Context: an optimization exercise on an open-source flow, tuned for small area, a short achievable clock period and few clock cycles per item. The choices shown serve that exercise and are no tape-out recipe. RTL that was checked went through simulation tests only; none was proved equivalent to the original. Power is estimated from default activity; no workload was simulated.

==> 10-15: inputs <==
==> flow/design.v <==
package tlbrr_pkg;
	localparam int ENTRIES    = 32;
	localparam int PAGE_BITS  = 11;
	localparam int FRAME_BITS = 10;
	localparam int SLOT_W     = $clog2(ENTRIES);
	localparam int LFSR_W     = 16;
	localparam int DEPTH      = 3;
	localparam int OUT_W      = 1 + FRAME_BITS + SLOT_W + 1;
	localparam logic [LFSR_W-1:0] LFSR_TAPS = 16'hB400;
	localparam logic [LFSR_W-1:0] LFSR_SEED = 16'hACE1;
	localparam logic [1:0] ACT_LOOKUP = 2'd0;
	localparam logic [1:0] ACT_FILL   = 2'd1;
	localparam logic [1:0] ACT_FLUSH  = 2'd2;
	typedef struct packed {
		logic [1:0]            action;
		logic [PAGE_BITS-1:0]  page_number;
		logic [FRAME_BITS-1:0] frame_number;
	} in_item_t;
	typedef struct packed {
		logic                  hit;
		logic [FRAME_BITS-1:0] found_frame;
		logic [SLOT_W-1:0]     slot;
		logic                  evicted;
	} out_item_t;
	function automatic logic [ENTRIES-1:0] first_oh(input logic [ENTRIES-1:0] vec);
		logic [ENTRIES-1:0] below;
		below[0] = 1'b0;
		for (int i = 1; i < ENTRIES; i++) begin
			below[i] = below[i-1] | vec[i-1];
		end
		first_oh = vec & ~below;
	endfunction
	function automatic logic [SLOT_W-1:0] enc(input logic [ENTRIES-1:0] oh);
		logic [SLOT_W-1:0] idx;
		idx = '0;
		for (int i = 0; i < ENTRIES; i++) begin
			if (oh[i]) begin
				idx = idx | SLOT_W'(i);
			end
		end
		enc = idx;
	endfunction
	function automatic logic [ENTRIES-1:0] dec(input logic [SLOT_W-1:0] idx);
		dec = '0;
		dec[idx] = 1'b1;
	endfunction
	function automatic logic [LFSR_W-1:0] lfsr_step(input logic [LFSR_W-1:0] cur);
		logic [LFSR_W-1:0] nxt;
		nxt = cur >> 1;
		if (cur[0]) begin
			nxt = nxt ^ LFSR_TAPS;
		end
		lfsr_step = nxt;
	endfunction
endpackage
module tlbrr_ctrl(
	input  logic                 clk,
	input  logic                 arst_n,
	input  logic                 in_valid,
	output logic                 in_stall,
	output logic                 acc,
	input  logic                 r_v,
	input  tlbrr_pkg::out_item_t r_data,
	output logic                 out_valid,
	input  logic                 out_stall,
	output tlbrr_pkg::out_item_t out_data
);
	localparam int D = tlbrr_pkg::DEPTH;
	localparam int S = D - 1;
	logic [D:0]           cnt_q;
	logic                 stall_q;
	logic                 hv_q;
	logic [tlbrr_pkg::OUT_W-1:0] h_q;
	logic [S-1:0][tlbrr_pkg::OUT_W-1:0] s_q;
	logic [S-1:0]         rd_q, wr_q;     
	logic [S:0]           sn_q;           
	logic                 pop, take, s_any, s_pop, s_push;
	logic [tlbrr_pkg::OUT_W-1:0] s_rd;
	assign acc       = in_valid & ~stall_q;
	assign in_stall  = stall_q;
	assign pop       = hv_q & ~out_stall;
	assign out_valid = hv_q;
	assign out_data  = h_q;
	assign s_any  = ~sn_q[0];
	assign take   = ~hv_q | ~out_stall;
	assign s_pop  = take & s_any;
	assign s_push = r_v & (s_any | ~take);
	always_comb begin
		s_rd = '0;
		for (int k = 0; k < S; k++) begin
			if (rd_q[k]) begin
				s_rd = s_rd | s_q[k];
			end
		end
	end
	always_ff @(posedge clk or negedge arst_n) begin
		if (!arst_n) begin
			cnt_q   <= (D + 1)'(1);
			stall_q <= 1'b0;
			hv_q    <= 1'b0;
			rd_q    <= S'(1);
			wr_q    <= S'(1);
			sn_q    <= (S + 1)'(1);
		end else begin
			if (acc && !pop) begin
				cnt_q <= {cnt_q[D-1:0], 1'b0};
			end else if (pop && !acc) begin
				cnt_q <= {1'b0, cnt_q[D:1]};
			end
			stall_q <= !pop && (cnt_q[D] || (cnt_q[D-1] && acc));
			if (take) begin
				hv_q <= s_any | r_v;
			end
			if (s_pop) begin
				rd_q <= {rd_q[S-2:0], rd_q[S-1]};
			end
			if (s_push) begin
				wr_q <= {wr_q[S-2:0], wr_q[S-1]};
			end
			if (s_push && !s_pop) begin
				sn_q <= {sn_q[S-1:0], 1'b0};
			end else if (s_pop && !s_push) begin
				sn_q <= {1'b0, sn_q[S:1]};
			end
		end
	end
	always_ff @(posedge clk) begin
		if (take) begin
			h_q <= s_any ? s_rd : r_data;
		end
		for (int k = 0; k < S; k++) begin
			if (r_v && wr_q[k]) begin
				s_q[k] <= r_data;
			end
		end
	end
endmodule
module tlbrr_datapath(
	input  logic                 clk,
	input  logic                 arst_n,
	input  logic                 cfg_we,
	input  logic                 cfg_data,
	input  logic                 acc,
	input  tlbrr_pkg::in_item_t  in_data,
	output logic                 r_v,
	output tlbrr_pkg::out_item_t r_data
);
	localparam int N  = tlbrr_pkg::ENTRIES;
	localparam int SW = tlbrr_pkg::SLOT_W;
	logic [N-1:0]                          valid_q;
	logic [N-1:0][tlbrr_pkg::PAGE_BITS-1:0]  page_q;
	logic [N-1:0][tlbrr_pkg::FRAME_BITS-1:0] frame_q;
	logic [N-1:0][SW-1:0]                  lru_q;
	logic [N-1:0][SW-1:0]                  lru;
	logic                                  used_q;
	logic                                  pu_v_q;
	logic [SW-1:0]                         pu_slot_q;
	logic                                  pu_front_q;
	logic [tlbrr_pkg::LFSR_W-1:0]          lfsr_q;
	logic                                  mode_q;
	logic [N-1:0]                          free_oh_q;
	logic                                  free_any_q;
	logic [N-1:0]                          free2_oh;
	logic                                  free2_any;
	logic                 b_v_q;
	tlbrr_pkg::in_item_t  b_q;
	logic [N-1:0]         b_match_q;
	logic [N/2-1:0]       pair_any, pair_first;
	logic [N-1:0] a_match;
	logic         a_peq;
	logic                 b_lookup, b_fill, b_flush;
	logic [N-1:0]         hit_oh, free_oh, fill_oh, vict_oh;
	logic                 hit_any, free_any;
	logic [SW-1:0]        hit_idx, free_idx, front, vict_idx, fill_idx;
	logic [tlbrr_pkg::LFSR_W-1:0] lfsr_next;
	logic [tlbrr_pkg::FRAME_BITS-1:0] hit_frame;
	logic                 use_rec;
	logic [SW-1:0]        use_slot;
	logic [N-1:0]         pu_at, pu_ge;
	assign a_peq = (b_q.page_number == in_data.page_number);
	always_comb begin
		for (int i = 0; i < N; i++) begin
			if (b_flush) begin
				a_match[i] = 1'b0;
			end else if (fill_oh[i]) begin
				a_match[i] = a_peq;
			end else begin
				a_match[i] = valid_q[i] && (page_q[i] == in_data.page_number);
			end
		end
	end
	assign b_lookup = b_v_q && (b_q.action == tlbrr_pkg::ACT_LOOKUP);
	assign b_fill   = b_v_q && (b_q.action == tlbrr_pkg::ACT_FILL);
	assign b_flush  = b_v_q && (b_q.action == tlbrr_pkg::ACT_FLUSH);
	always_comb begin
		for (int j = 0; j < N / 2; j++) begin
			pair_any[j] = b_match_q[2*j] | b_match_q[2*j+1];
		end
		pair_first = '0;
		for (int j = 0; j < N / 2; j++) begin
			pair_first[j] = pair_any[j] && !(|(pair_any & ((N/2)'(1) << j) - (N/2)'(1)));
		end
		for (int i = 0; i < N; i++) begin
			hit_oh[i] = b_match_q[i] && pair_first[i / 2];
		end
	end
	assign hit_any   = |b_match_q;
	assign hit_idx   = tlbrr_pkg::enc(hit_oh);
	assign free_oh   = free_oh_q;
	assign free_any  = free_any_q;
	assign free2_oh  = tlbrr_pkg::first_oh(~valid_q & ~free_oh_q);
	assign free2_any = |(~valid_q & ~free_oh_q);
	assign free_idx  = tlbrr_pkg::enc(free_oh);
	assign lfsr_next = tlbrr_pkg::lfsr_step(lfsr_q);
	always_comb begin
		for (int k = 0; k < N; k++) begin
			lru[k] = lru_q[k] ^ SW'(k);
		end
	end
	assign front     = pu_front_q ? lru[1] : lru[0];
	assign vict_idx  = mode_q ? lfsr_next[SW-1:0] : front;
	assign vict_oh   = mode_q ? tlbrr_pkg::dec(lfsr_next[SW-1:0])
	                 : (pu_front_q ? tlbrr_pkg::dec(lru[1]) : tlbrr_pkg::dec(lru[0]));
	assign fill_idx  = free_any ? free_idx : vict_idx;
	assign fill_oh   = !b_fill ? '0 : (free_any ? free_oh : vict_oh);
	always_comb begin
		hit_frame = '0;
		for (int i = 0; i < N; i++) begin
			if (hit_oh[i]) begin
				hit_frame = hit_frame | frame_q[i];
			end
		end
	end
	assign use_rec  = !mode_q && ((b_lookup && hit_any) || b_fill);
	assign use_slot = b_fill ? fill_idx : hit_idx;
	assign r_v = b_v_q;
	always_comb begin
		r_data = '0;
		if (b_lookup && hit_any) begin
			r_data.hit         = 1'b1;
			r_data.found_frame = hit_frame;
			r_data.slot        = hit_idx;
		end else if (b_fill) begin
			r_data.slot    = fill_idx;
			r_data.evicted = !free_any;
		end
	end
	always_comb begin
		for (int k = 0; k < N; k++) begin
			pu_at[k] = (lru[k] == pu_slot_q);
			pu_ge[k] = (k == 0) ? pu_at[k] : (pu_ge[(k + N - 1) % N] | pu_at[k]);
		end
	end
	always_ff @(posedge clk or negedge arst_n) begin
		if (!arst_n) begin
			b_v_q   <= 1'b0;
			valid_q <= '0;
			free_oh_q  <= N'(1);
			free_any_q <= 1'b1;
			used_q  <= 1'b0;
			pu_v_q  <= 1'b0;
			pu_front_q <= 1'b0;
			lfsr_q  <= tlbrr_pkg::LFSR_SEED;
			mode_q  <= 1'b0;
			for (int k = 0; k < N; k++) begin
				lru_q[k] <= '0;
			end
		end else begin
			b_v_q <= acc;
			if (cfg_we) begin
				mode_q <= cfg_data;
			end
			if (b_flush) begin
				valid_q    <= '0;
				free_oh_q  <= N'(1);
				free_any_q <= 1'b1;
			end else begin
				valid_q <= valid_q | fill_oh;
				if (b_fill && free_any_q) begin
					free_oh_q  <= free2_oh;
					free_any_q <= free2_any;
				end
			end
			if (b_fill && !free_any && mode_q) begin
				lfsr_q <= lfsr_next;
			end
			if (use_rec) begin
				used_q <= 1'b1;
			end
			pu_v_q <= use_rec && used_q;
			pu_front_q <= use_rec && used_q && (use_slot == front);
			if (pu_v_q) begin
				for (int k = 0; k < N - 1; k++) begin
					if (pu_ge[k]) begin
						lru_q[k] <= lru[k + 1] ^ SW'(k);
					end
				end
				lru_q[N-1] <= pu_slot_q ^ SW'(N - 1);
			end
		end
	end
	always_ff @(posedge clk) begin
		b_q       <= in_data;
		for (int j = 0; j < N / 2; j++) begin
			b_match_q[2*j]   <= a_match[2*j];
			b_match_q[2*j+1] <= a_match[2*j+1] && !a_match[2*j];
		end
		pu_slot_q <= use_slot;
		for (int i = 0; i < N; i++) begin
			if (fill_oh[i]) begin
				page_q[i]  <= b_q.page_number;
				frame_q[i] <= b_q.frame_number;
			end
		end
	end
endmodule
module tlb_lru_random_replace_top(
	input  logic                 clk,
	input  logic                 arst_n,
	input  logic                 cfg_we,
	input  logic                 cfg_data,
	input  logic                 in_valid,
	output logic                 in_stall,
	input  tlbrr_pkg::in_item_t  in_data,
	output logic                 out_valid,
	input  logic                 out_stall,
	output tlbrr_pkg::out_item_t out_data
);
	logic                 acc;
	logic                 r_v;
	tlbrr_pkg::out_item_t r_data;
	tlbrr_ctrl u_ctrl (
		.clk       (clk),
		.arst_n    (arst_n),
		.in_valid  (in_valid),
		.in_stall  (in_stall),
		.acc       (acc),
		.r_v       (r_v),
		.r_data    (r_data),
		.out_valid (out_valid),
		.out_stall (out_stall),
		.out_data  (out_data)
	);
	tlbrr_datapath u_dp (
		.clk      (clk),
		.arst_n   (arst_n),
		.cfg_we   (cfg_we),
		.cfg_data (cfg_data),
		.acc      (acc),
		.in_data  (in_data),
		.r_v      (r_v),
		.r_data   (r_data)
	);
endmodule
==> flow/run.sh <==
#!/bin/bash
# synth_recipe.tcl (not shown) runs the flow's synth.tcl, then flattens the netlist and writes it again
# the make line also repeats each setting of config.mk as NAME=value (left out here)
make -C /OpenROAD-flow-scripts/flow DESIGN_CONFIG=/design/flow/config.mk WORK_HOME=/design/flow/orfs CLKGATE_MAP_FILE= SYNTH_SCRIPT=/design/flow/synth_recipe.tcl finish
==> flow/config.mk <==
export PLATFORM = sky130hd
export DESIGN_NAME = tlb_lru_random_replace_top
export DESIGN_NICKNAME = tlb_lru_random_replace_top
export VERILOG_FILES = /design/flow/design.v
export SDC_FILE = /design/flow/constraint.sdc
export NUM_CORES = 4
export LEC_CHECK = 0
export CAP_MARGIN = 20
export CORE_MARGIN = 2
export CORE_UTILIZATION = 40
export CTS_CLUSTER_DIAMETER = 100
export CTS_CLUSTER_SIZE = 24
export SETUP_SLACK_MARGIN = 4.6
export SLEW_MARGIN = 60
==> flow/constraint.sdc <==
create_clock -name core_clock -period 7.5 [get_ports {clk}]
set_input_delay 1.5000 -clock core_clock [delete_from_list [all_inputs] [get_ports {clk}]]
set_output_delay 1.5000 -clock core_clock [all_outputs]
set_load 0.01 [all_outputs]
==> inputs of 10-27, as changes to 10-15 <==
--- a/flow/design.v
+++ b/flow/design.v
@@ -6,3 +6,3 @@
 	localparam int LFSR_W     = 16;
-	localparam int DEPTH      = 3;
+	localparam int DEPTH      = 4;
 	localparam int OUT_W      = 1 + FRAME_BITS + SLOT_W + 1;
@@ -153,3 +153,2 @@
 	logic [N-1:0][SW-1:0]                  lru_q;
-	logic [N-1:0][SW-1:0]                  lru;
 	logic                                  used_q;
@@ -164,2 +163,4 @@
 	logic                                  free2_any;
+	logic                 a_v_q;
+	tlbrr_pkg::in_item_t  a_q;
 	logic                 b_v_q;
@@ -167,3 +168,2 @@
 	logic [N-1:0]         b_match_q;
-	logic [N/2-1:0]       pair_any, pair_first;
 	logic [N-1:0] a_match;
@@ -179,3 +179,3 @@
 	logic [N-1:0]         pu_at, pu_ge;
-	assign a_peq = (b_q.page_number == in_data.page_number);
+	assign a_peq = (b_q.page_number == a_q.page_number);
 	always_comb begin
@@ -187,3 +187,3 @@
 			end else begin
-				a_match[i] = valid_q[i] && (page_q[i] == in_data.page_number);
+				a_match[i] = valid_q[i] && (page_q[i] == a_q.page_number);
 			end
@@ -194,14 +194,3 @@
 	assign b_flush  = b_v_q && (b_q.action == tlbrr_pkg::ACT_FLUSH);
-	always_comb begin
-		for (int j = 0; j < N / 2; j++) begin
-			pair_any[j] = b_match_q[2*j] | b_match_q[2*j+1];
-		end
-		pair_first = '0;
-		for (int j = 0; j < N / 2; j++) begin
-			pair_first[j] = pair_any[j] && !(|(pair_any & ((N/2)'(1) << j) - (N/2)'(1)));
-		end
-		for (int i = 0; i < N; i++) begin
-			hit_oh[i] = b_match_q[i] && pair_first[i / 2];
-		end
-	end
+	assign hit_oh    = tlbrr_pkg::first_oh(b_match_q);
 	assign hit_any   = |b_match_q;
@@ -214,11 +203,6 @@
 	assign lfsr_next = tlbrr_pkg::lfsr_step(lfsr_q);
-	always_comb begin
-		for (int k = 0; k < N; k++) begin
-			lru[k] = lru_q[k] ^ SW'(k);
-		end
-	end
-	assign front     = pu_front_q ? lru[1] : lru[0];
+	assign front     = pu_front_q ? lru_q[1] : lru_q[0];
 	assign vict_idx  = mode_q ? lfsr_next[SW-1:0] : front;
 	assign vict_oh   = mode_q ? tlbrr_pkg::dec(lfsr_next[SW-1:0])
-	                 : (pu_front_q ? tlbrr_pkg::dec(lru[1]) : tlbrr_pkg::dec(lru[0]));
+	                 : (pu_front_q ? tlbrr_pkg::dec(lru_q[1]) : tlbrr_pkg::dec(lru_q[0]));
 	assign fill_idx  = free_any ? free_idx : vict_idx;
@@ -249,3 +233,3 @@
 		for (int k = 0; k < N; k++) begin
-			pu_at[k] = (lru[k] == pu_slot_q);
+			pu_at[k] = (lru_q[k] == pu_slot_q);
 			pu_ge[k] = (k == 0) ? pu_at[k] : (pu_ge[(k + N - 1) % N] | pu_at[k]);
@@ -255,2 +239,3 @@
 		if (!arst_n) begin
+			a_v_q   <= 1'b0;
 			b_v_q   <= 1'b0;
@@ -265,6 +250,7 @@
 			for (int k = 0; k < N; k++) begin
-				lru_q[k] <= '0;
+				lru_q[k] <= SW'(k);
 			end
 		end else begin
-			b_v_q <= acc;
+			a_v_q <= acc;
+			b_v_q <= a_v_q;
 			if (cfg_we) begin
@@ -294,6 +280,6 @@
 					if (pu_ge[k]) begin
-						lru_q[k] <= lru[k + 1] ^ SW'(k);
+						lru_q[k] <= lru_q[k + 1];
 					end
 				end
-				lru_q[N-1] <= pu_slot_q ^ SW'(N - 1);
+				lru_q[N-1] <= pu_slot_q;
 			end
@@ -302,7 +288,5 @@
 	always_ff @(posedge clk) begin
-		b_q       <= in_data;
-		for (int j = 0; j < N / 2; j++) begin
-			b_match_q[2*j]   <= a_match[2*j];
-			b_match_q[2*j+1] <= a_match[2*j+1] && !a_match[2*j];
-		end
+		a_q       <= in_data;
+		b_q       <= a_q;
+		b_match_q <= a_match;
 		pu_slot_q <= use_slot;
Settings changed: CTS_CLUSTER_DIAMETER 100 to not set, CTS_CLUSTER_SIZE 24 to not set, SETUP_SLACK_MARGIN 4.6 to 5.0, SLEW_MARGIN 60 to 20.
==> inputs of 01-10, as changes to 10-15 <==
==> flow/design.v, changed modules only <==
module tlbrr_datapath(
	input  logic                 clk,
	input  logic                 arst_n,
	input  logic                 cfg_we,
	input  logic                 cfg_data,
	input  logic                 acc,
	input  tlbrr_pkg::in_item_t  in_data,
	output logic                 r_v,
	output tlbrr_pkg::out_item_t r_data
);
	localparam int N  = tlbrr_pkg::ENTRIES;
	localparam int SW = tlbrr_pkg::SLOT_W;
	logic [N-1:0]                          valid_q;
	logic [N-1:0][tlbrr_pkg::PAGE_BITS-1:0]  page_q;
	logic [N-1:0][tlbrr_pkg::FRAME_BITS-1:0] frame_q;
	logic [N-1:0][SW-1:0]                  lru_q;
	logic [N-1:0][SW-1:0]                  lru;
	logic                                  used_q;
	logic                                  pu_v_q;
	logic [SW-1:0]                         pu_slot_q;
	logic                                  pu_front_q;
	logic [tlbrr_pkg::LFSR_W-1:0]          lfsr_q;
	logic                                  mode_q;
	logic [N-1:0]                          free_ohx_q;
	logic                                  full_q;
	logic [N-1:0]                          free2_oh;
	logic                                  free2_any;
	logic                 b_v_q;
	tlbrr_pkg::in_item_t  b_q;
	logic [N-1:0]         b_match_q;
	logic [N-1:0] a_match;
	logic         a_peq;
	logic                 b_lookup, b_fill, b_flush;
	logic [N-1:0]         hit_oh, free_oh, fill_oh, vict_oh;
	logic                 hit_any, free_any;
	logic [SW-1:0]        hit_idx, free_idx, front, vict_idx, fill_idx;
	logic [tlbrr_pkg::LFSR_W-1:0] lfsr_next;
	logic [tlbrr_pkg::FRAME_BITS-1:0] hit_frame;
	logic                 use_rec;
	logic [SW-1:0]        use_slot;
	logic [N-1:0]         pu_at, pu_ge;
	assign a_peq = (b_q.page_number == in_data.page_number);
	always_comb begin
		for (int i = 0; i < N; i++) begin
			if (b_flush) begin
				a_match[i] = 1'b0;
			end else if (fill_oh[i]) begin
				a_match[i] = a_peq;
			end else begin
				a_match[i] = valid_q[i] && (page_q[i] == in_data.page_number);
			end
		end
	end
	assign b_lookup = b_v_q && (b_q.action == tlbrr_pkg::ACT_LOOKUP);
	assign b_fill   = b_v_q && (b_q.action == tlbrr_pkg::ACT_FILL);
	assign b_flush  = b_v_q && (b_q.action == tlbrr_pkg::ACT_FLUSH);
	assign hit_oh    = tlbrr_pkg::first_oh(b_match_q);
	assign hit_any   = |b_match_q;
	assign hit_idx   = tlbrr_pkg::enc(hit_oh);
	assign free_oh   = free_ohx_q ^ N'(1);
	assign free_any  = !full_q;
	assign free2_oh  = tlbrr_pkg::first_oh(~valid_q & ~free_oh);
	assign free2_any = |(~valid_q & ~free_oh);
	assign free_idx  = tlbrr_pkg::enc(free_oh);
	assign lfsr_next = tlbrr_pkg::lfsr_step(lfsr_q);
	always_comb begin
		for (int k = 0; k < N; k++) begin
			lru[k] = lru_q[k] ^ SW'(k);
		end
	end
	assign front     = pu_front_q ? lru[1] : lru[0];
	assign vict_idx  = mode_q ? lfsr_next[SW-1:0] : front;
	assign vict_oh   = mode_q ? tlbrr_pkg::dec(lfsr_next[SW-1:0])
	                 : (pu_front_q ? tlbrr_pkg::dec(lru[1]) : tlbrr_pkg::dec(lru[0]));
	assign fill_idx  = free_any ? free_idx : vict_idx;
	assign fill_oh   = !b_fill ? '0 : (free_any ? free_oh : vict_oh);
	always_comb begin
		hit_frame = '0;
		for (int i = 0; i < N; i++) begin
			if (hit_oh[i]) begin
				hit_frame = hit_frame | frame_q[i];
			end
		end
	end
	assign use_rec  = !mode_q && ((b_lookup && hit_any) || b_fill);
	assign use_slot = b_fill ? fill_idx : hit_idx;
	assign r_v = b_v_q;
	always_comb begin
		r_data = '0;
		if (b_lookup && hit_any) begin
			r_data.hit         = 1'b1;
			r_data.found_frame = hit_frame;
			r_data.slot        = hit_idx;
		end else if (b_fill) begin
			r_data.slot    = fill_idx;
			r_data.evicted = !free_any;
		end
	end
	always_comb begin
		for (int k = 0; k < N; k++) begin
			pu_at[k] = (lru[k] == pu_slot_q);
			pu_ge[k] = (k == 0) ? pu_at[k] : (pu_ge[(k + N - 1) % N] | pu_at[k]);
		end
	end
	always_ff @(posedge clk or negedge arst_n) begin
		if (!arst_n) begin
			b_v_q   <= 1'b0;
			valid_q <= '0;
			free_ohx_q <= '0;
			full_q     <= 1'b0;
			used_q  <= 1'b0;
			pu_v_q  <= 1'b0;
			pu_front_q <= 1'b0;
			lfsr_q  <= tlbrr_pkg::LFSR_SEED;
			mode_q  <= 1'b0;
			for (int k = 0; k < N; k++) begin
				lru_q[k] <= '0;
			end
		end else begin
			b_v_q <= acc;
			if (cfg_we) begin
				mode_q <= cfg_data;
			end
			if (b_flush) begin
				valid_q    <= '0;
				free_ohx_q <= '0;
				full_q     <= 1'b0;
			end else begin
				valid_q <= valid_q | fill_oh;
				if (b_fill && free_any) begin
					free_ohx_q <= free2_oh ^ N'(1);
					full_q     <= !free2_any;
				end
			end
			if (b_fill && !free_any && mode_q) begin
				lfsr_q <= lfsr_next;
			end
			if (use_rec) begin
				used_q <= 1'b1;
			end
			pu_v_q <= use_rec && used_q;
			pu_front_q <= use_rec && used_q &&
			              (b_fill ? (!free_any || free_idx == front) : (hit_idx == front));
			if (pu_v_q) begin
				for (int k = 0; k < N - 1; k++) begin
					if (pu_ge[k]) begin
						lru_q[k] <= lru[k + 1] ^ SW'(k);
					end
				end
				lru_q[N-1] <= pu_slot_q ^ SW'(N - 1);
			end
		end
	end
	always_ff @(posedge clk) begin
		b_q       <= in_data;
		b_match_q <= a_match;
		pu_slot_q <= use_slot;
		for (int i = 0; i < N; i++) begin
			if (fill_oh[i]) begin
				page_q[i]  <= b_q.page_number;
				frame_q[i] <= b_q.frame_number;
			end
		end
	end
endmodule
==> notes <==
Core utilization, lowest first: 10-15, 01-10, 10-27.
Sequential share of layout area, highest first: 10-15, 01-10, 10-27.
In 01-10 the area after synthesis is smaller than in 10-27, by about 3%.
In 10-15 the worst hold slack is better than in 01-10, by 0.020 ns.
Non-clock buffer count: 10-27 > 01-10 > 10-15.
Global-route usage, lowest first: 10-15, 01-10, 10-27.
Final cell count: 10-27 is larger than 10-15 (9.9%).
The lowest setup slack belongs to 10-15, the highest to 01-10.
Wire length, lowest first: 10-15, 01-10, 10-27.
Of 01-10 and 10-27, 01-10 has the higher sequential power (gap about 5%, measured against 10-27).
Against 10-27, the sequential cell count of 01-10 is lower by 45.
==> figures <==
Portion of synthesized cell area occupied by the leading cell type: 10-27 48.9%; 10-15 50.0%; 01-10 49.2%
Number of different library cells in the post-synthesis netlist: 10-27 84; 10-15 71; 01-10 84
Net count of the mapped netlist: 10-27 3197; 10-15 3105; 01-10 3160
Share of synthesized area occupied by flip-flops and latches: 10-27 67.3%; 10-15 67.7%; 01-10 66.7%
Status: 10-27 no timing/DRC/antenna violations; 10-15 no timing/DRC/antenna violations; 01-10 no timing/DRC/antenna violations
Gp weighted congestion: 10-27 0.935; 10-15 0.909; 01-10 0.905
Num rows: 10-27 123; 10-15 120; 01-10 121
Startpoint of the lowest-slack hold path: 10-27 u_dp.a_q[4]; 10-15 u_ctrl.stall_q; 01-10 u_dp.lru_q[155]
Clk. pwr: 10-27 5.63 mW; 10-15 3.22 mW; 01-10 3.17 mW
Filler Cells Inserted: 10-27 9395; 10-15 9324; 01-10 9545
Total standard cell area after synthesis: 10-27 0.0455 sq mm; 10-15 0.0434 sq mm; 01-10 0.0441 sq mm
Mean area per synthesized cell: 10-27 14.4 sq um; 10-15 14.1 sq um; 01-10 14.1 sq um
Multi-In Gates: 10-27 1939; 10-15 1854; 01-10 1884
Global-route track usage on met1: 10-27 29.4%; 10-15 27.5%; 01-10 30.7%
R2R Path End: 10-27 u_dp.frame_q[101]; 10-15 u_dp.lru_q[144]; 01-10 u_dp.b_match_q[0]
Overall power after layout: 10-27 12.7 mW; 10-15 11.6 mW; 01-10 11.7 mW
Slew of the pin with the lowest slew margin: 10-27 1.27 ns; 10-15 0.619 ns; 01-10 0.664 ns
Portion of total power attributed to combinational logic: 10-27 4.3%; 10-15 13.5%; 01-10 15.0%
Mux cell area share after synthesis: 10-27 5.43%; 10-15 4.27%; 01-10 4.57%
Register-to-register path setup slack: 10-27 4.32 ns; 10-15 4.23 ns; 01-10 4.59 ns
Fin crit share: 10-27 42.3%; 10-15 43.6%; 01-10 38.7%
Highest achievable clock rate: 10-27 0.315 GHz; 10-15 0.306 GHz; 01-10 0.344 GHz
Total via count after detailed routing: 10-27 29700; 10-15 25900; 01-10 27700
Testbench counts of 10-27, summed over its fixed seeds: cycles 20,848, items 20,800.
Function not checked in 10-15 and 01-10: the RTL went through the layout flow alone.

what the ideal ports hide:
The flow's constraints put no driver on any port. The routed layouts listed below were extracted and timed again, unchanged, in two steps.
Step 1 sets driving cells, clkbuf_16 on the clock port and buf_2 on the other inputs (assumed; they add their load-dependent delay and slew).
Step 2 moves the port delays by t, midway between the first and last clock arrival at a register: inputs arrive t later, outputs are due t later. That takes back most of the time a late clock gives input paths.
Three values: ideal, step 1, step 2; two values: the first two.
run | t (ns) | setup WS [ns] | hold slack, ns
10-15 | 0.732 | 4.233 / 4.233 / 3.988 | 0.463 / 0.463 / 0.463
10-27 | 0.766 | 4.324 / 4.324 / 4.324 | 0.325 / 0.325 / 0.325
01-10 | 0.742 | 4.595 / 4.571 / 3.904 | 0.443 / 0.443 / 0.443
After both steps every run listed still meets setup and hold. The setup slack of 01-10, which loses most, moves by -0.024 ns with the drivers and by -0.691 ns with both steps.
